Background: an optimization exercise with open tools, aiming at a short achievable clock period. Do not read the settings as production practice. Function was checked by simulation only, so behaviour that the tests miss may differ from the original. The flow treats the clock pin as an ideal source, which a real chip does not have. Power and IR drop assume default switching activity.

// register_file_scoreboard
module register_file_scoreboard (
   input  logic        Clk,
   input  logic        Reset,
   input  logic [9:0]  Read_Register,
   output logic [63:0] Read_Data,
   output logic [1:0]  Read_Busy,
   input  logic [4:0]  Write_Register,
   input  logic [31:0] Write_Data,
   input  logic        Sig_Reg_Write,
   input  logic [4:0]  Issue_Register,
   input  logic        Sig_Issue,
   output logic        Issue_Ready,
   input  logic        Flush,
   output logic [5:0]  Busy_Count
);
Size: roughly 5300 cells after synthesis, about 1000 flip-flops, ~130 I/O pins.
clock: 6.7 ns
lec_check: 0
cap_margin: 20
core_area: 10 10 390 390
die_area: 0 0 400 400
gpl_timing_driven: 0
setup_slack_margin: 3.0
slew_margin: 20
synth_hierarchical: 1
standard.sh (not shown) runs the stock make flow with config.mk's settings and CLKGATE_MAP_FILE= SYNTH_SCRIPT=/design/flow/synth_recipe.tcl, a recipe that flattens the netlist after the stock synthesis.
==> flow/flow/run.sh <==
#!/bin/bash
# Layout flow: the standard flow, with the standard synthesis unchanged.
# After synthesis:
# - every floorplan, placement, clock tree and routing step first marks the delay cells
#   and the low-power clock inverters don't-use (flow/dont_use.tcl); the
#   resizer otherwise sizes buffers and inverters on the critical path to them,
# - the port buffers are plain buffers (buffer_ports picks a delay cell),
# - timing repair after clock tree synthesis is given more passes.
set -euo pipefail
HERE=$(pwd)
bash standard.sh synth > synth.log 2>&1
DU="$HERE/flow/dont_use.tcl"
export PRE_FLOORPLAN_TCL="$DU" PRE_GLOBAL_PLACE_TCL="$DU" PRE_RESIZE_TCL="$DU" PRE_DETAIL_PLACE_TCL="$DU"
export PRE_REPAIR_TIMING_POST_PLACE_TCL="$DU" PRE_CTS_TCL="$DU" PRE_GLOBAL_ROUTE_TCL="$DU"
export PRE_DETAIL_ROUTE_TCL="$DU"
export BUFFER_PORTS_ARGS="-buffer_cell sky130_fd_sc_hd__buf_4"
export POST_CTS_TCL="$HERE/flow/post_cts.tcl"
bash standard.sh > layout.log 2>&1
==> flow/flow/dont_use.tcl <==
# Keep the delay cells and the slow low-power clock inverters out of the
# resizer's choices: it otherwise sizes port buffers and inverters on the
# critical path to them
set_dont_use {
  sky130_fd_sc_hd__dlygate4sd1_1 sky130_fd_sc_hd__dlygate4sd2_1 sky130_fd_sc_hd__dlygate4sd3_1
  sky130_fd_sc_hd__clkdlybuf4s15_1 sky130_fd_sc_hd__clkdlybuf4s15_2
  sky130_fd_sc_hd__clkdlybuf4s18_1 sky130_fd_sc_hd__clkdlybuf4s18_2
  sky130_fd_sc_hd__clkdlybuf4s25_1 sky130_fd_sc_hd__clkdlybuf4s25_2
  sky130_fd_sc_hd__clkdlybuf4s50_1 sky130_fd_sc_hd__clkdlybuf4s50_2
  sky130_fd_sc_hd__dlymetal6s2s_1 sky130_fd_sc_hd__dlymetal6s4s_1 sky130_fd_sc_hd__dlymetal6s6s_1
  sky130_fd_sc_hd__clkinvlp_2 sky130_fd_sc_hd__clkinvlp_4
}
==> flow/flow/post_cts.tcl <==
# More setup repair after clock tree synthesis, then legalise again
repair_timing -setup -setup_margin $::env(SETUP_SLACK_MARGIN) -repair_tns 100 \
  -match_cell_footprint -max_passes 1000 -verbose
detailed_placement
check_placement -verbose
Edit:
--- a/flow/flow/run.sh
+++ b/flow/flow/run.sh
@@ -4 +4 @@
-# - every floorplan, placement, clock tree and routing step first marks the delay cells
+# - every placement, clock tree and routing step first marks the delay cells
@@ -13 +13 @@
-export PRE_FLOORPLAN_TCL="$DU" PRE_GLOBAL_PLACE_TCL="$DU" PRE_RESIZE_TCL="$DU" PRE_DETAIL_PLACE_TCL="$DU"
+export PRE_GLOBAL_PLACE_TCL="$DU" PRE_RESIZE_TCL="$DU" PRE_DETAIL_PLACE_TCL="$DU"
The new run ran to the end with no violations.
Fmax rises by 0.38%.
Total power rises by 3.9%.
Flip-flop and latch count is unchanged.
Final area rises by 2.2%.
Via count rises by 1.2%.
Clock skew barely changes.
Final cell count rises by 1.1%.
Worst setup slack improves by 0.017 ns.
Non-clock buffer count rises by 77.
Synthesized cell count is unchanged.

[static timing again, ports no longer ideal]
No port has a modelled driver above. Below, the same layouts with a new extraction and two added sets of constraints. Step 1, drivers: a clkbuf_16 drives Clk and a buf_2 each remaining input, both assumed. Step 2 adds t to the input delays and takes it off the output delays; t is the mean of the earliest and latest rising clock arrival at the registers after step 1. Input paths then give back, and output paths get back, about the clock's delay inside the block. Three values: no drivers, after step 1, after step 2; two values: the first two.
run | shift t [ns] | setup slack, ns | worst setup path at the end | clock arrival spread, ns | slew at the worst register clock pin (ns)
the first run | 0.834 | 2.189 / 1.890 / 1.890 | input to output | 0.050 / 0.050 | 0.07 / 0.07
the second run | 0.830 | 2.207 / 1.949 / 1.897 | input to register | 0.039 / 0.039 | 0.07 / 0.07
After both steps setup and hold are still met in every run listed. For the second run, which loses most, drivers alone change the setup slack by -0.258 ns; drivers and shift together by -0.310 ns.
